This is an optimization exercise on Yosys and OpenROAD, whose aim is small area, a short achievable clock period and few clock cycles per item, not a production implementation.
Function was checked by simulation only, so behaviour that the tests miss may differ from the original.

red:
==> flow/design.v (excerpt) <==
module gaussian_elim_engine (
    input  logic        clk,
    input  logic        rst,
    input  logic        start,
    output logic        busy,
    output logic        done,
    output logic        c_rd_en,
    output logic [3:0]  c_rd_addr,
    input  logic [31:0] c_rd_data,
    output logic        a_rd_en,
    output logic [7:0]  a_rd_addr,
    input  logic [31:0] a_rd_data,
    output logic        b_rd_en,
    output logic [7:0]  b_rd_addr,
    input  logic [31:0] b_rd_data,
    output logic        st_en,
    output logic [7:0]  st_addr,
    output logic [31:0] st_data
);
Size in the first run: roughly 290 flip-flops.
export LEC_CHECK = 0
export CAP_MARGIN = 20
export CORE_MARGIN = 2
export CORE_UTILIZATION = 40
export SETUP_SLACK_MARGIN = 5
export SLEW_MARGIN = 20
export SYNTH_HIERARCHICAL = 1
export SYNTH_MINIMUM_KEEP_SIZE = 0
create_clock -name core_clock -period 10.0 [get_ports {clk}]
standard.sh (not shown) runs the stock make flow with config.mk's settings and CLKGATE_MAP_FILE= SYNTH_SCRIPT=/design/flow/synth_recipe.tcl, a recipe that flattens the netlist after the stock synthesis.
==> flow/flow/run.sh <==
#!/bin/bash
# The standard layout (standard.sh), with the port buffers that ORFS adds
# made of sky130_fd_sc_hd__buf_1 cells instead of the default pick.
set -euo pipefail
sed 's|"\${@:-finish}"|BUFFER_PORTS_ARGS="-buffer_cell sky130_fd_sc_hd__buf_1" "${@:-finish}"|' standard.sh > standard_bufports.sh
grep -q BUFFER_PORTS_ARGS standard_bufports.sh
bash standard_bufports.sh > standard.log 2>&1
red: done, clean on timing, DRC and antenna
Testbench counts of red, summed over its fixed seeds: cycles 16,696, runs 64.
Input-level comparison between blue and red:
==> flow/flow/run.sh <==
#!/bin/bash
# The standard layout (standard.sh) with two changes: the port buffers that
# ORFS adds are sky130_fd_sc_hd__buf_1 cells, and clock tree synthesis adds no
# dummy loads and clusters at most 30 sinks within 100 um.
set -euo pipefail
sed 's|"\${@:-finish}"|BUFFER_PORTS_ARGS="-buffer_cell sky130_fd_sc_hd__buf_1" CTS_ARGS="-sink_clustering_enable -repair_clock_nets -dont_use_dummy_load -sink_clustering_size 30 -sink_clustering_max_diameter 100" "${@:-finish}"|' standard.sh > standard_mod.sh
grep -q dont_use_dummy_load standard_mod.sh
bash standard_mod.sh > standard.log 2>&1
Setup slack in blue is smaller than in red.
In the final reports, the cell area of blue is smaller than that of red.
red ended up with t1_r[27] as its timing endpoint of the critical path; blue ended up with t1_r[30].
Against red as the reference, blue delivers a lower global routing usage summed across all routing layers.
blue | stages: all done | timing, DRC, antenna: all pass
diff inputs: blue => green
Settings: swapping 20 for 5 in CAP_MARGIN; swapping 20 for 5 in SLEW_MARGIN.
==> flow/flow/run.sh <==
#!/bin/bash
# The standard layout (standard.sh) with two changes: the port buffers that
# ORFS adds are sky130_fd_sc_hd__buf_1 cells, and clock tree synthesis adds no
# dummy loads and clusters at most 40 sinks within 60 um.
set -euo pipefail
sed 's|"\${@:-finish}"|BUFFER_PORTS_ARGS="-buffer_cell sky130_fd_sc_hd__buf_1" CTS_ARGS="-sink_clustering_enable -repair_clock_nets -dont_use_dummy_load -sink_clustering_size 40 -sink_clustering_max_diameter 60" "${@:-finish}"|' standard.sh > standard_mod.sh
grep -q dont_use_dummy_load standard_mod.sh
bash standard_mod.sh > standard.log 2>&1
### Flow results
- blue and green ended up with nearly the same global-route usage.
- Changes observed in green relative to blue: time the final worst path needs with I/O delays and setup has decreased, post-synth net total ~0 delta, count of routing violations after the opening detailed-route iteration +66, met1 track utilization from global routing stayed essentially flat.
- Per the comparison of green with blue, design area now sits higher; routed wire length comparable.
- For blue, the startpoint of the worst setup timing path was bon_r[6], unlike green, where it was xn_r[14].
Modified inputs, orange compared to green
Settings: swapping 5 for 20 in CAP_MARGIN; swapping 5 for 20 in SLEW_MARGIN.
--- outcome ---
Diff green -> orange: setup TNS level, maximum achievable frequency closely matched the old numbers, longest individual stage delay on the worst path did not really move, post-layout instance count excluding filler cells stayed essentially flat, global-route usage barely changed. Between orange and green, the design area does not differ in any meaningful way. Reported for green and orange, register share of the cell area turned out identical to the last digit. From green to orange the numbers moved as follows: flip-flop and latch count comparable; total of clock buffers placed in the layout comparable; worst-case reg-to-reg path depth comparable; area fraction in compound gates after synthesis comparable.

==> port drivers added, routing unchanged <==
No port has a modelled driver above. Below, the same layouts with a new extraction and two added sets of constraints.
Step 1 sets driving cells, clkbuf_16 on the clock port and buf_2 on the other inputs (assumed; they add their load-dependent delay and slew).
Step 2, shift: input delay + t, output delay - t, t = (earliest + latest rising clock arrival at the registers) / 2. This alone moves slack from input paths to output paths.
Slacks: no drivers / after step 1 / after step 2; pairs: no drivers / after step 1.
run | t (ns) | setup WS [ns] | latest minus earliest clock arrival (ns) | worst register clock-pin slew, ns | worst slew at a driven data input, ns
red | 0.623 | 6.199 / 6.199 / 6.199 | 0.023 / 0.023 | 0.06 / 0.06 | 0.05
blue | 0.600 | 6.149 / 6.149 / 6.149 | 0.099 / 0.099 | 0.12 / 0.12 | 0.05
green | 0.645 | 6.191 / 6.191 / 6.191 | 0.103 / 0.103 | 0.11 / 0.11 | 0.05
orange | 0.645 | 6.191 / 6.191 / 6.191 | 0.103 / 0.103 | 0.11 / 0.11 | 0.05
After both steps setup and hold are still met in every run listed.
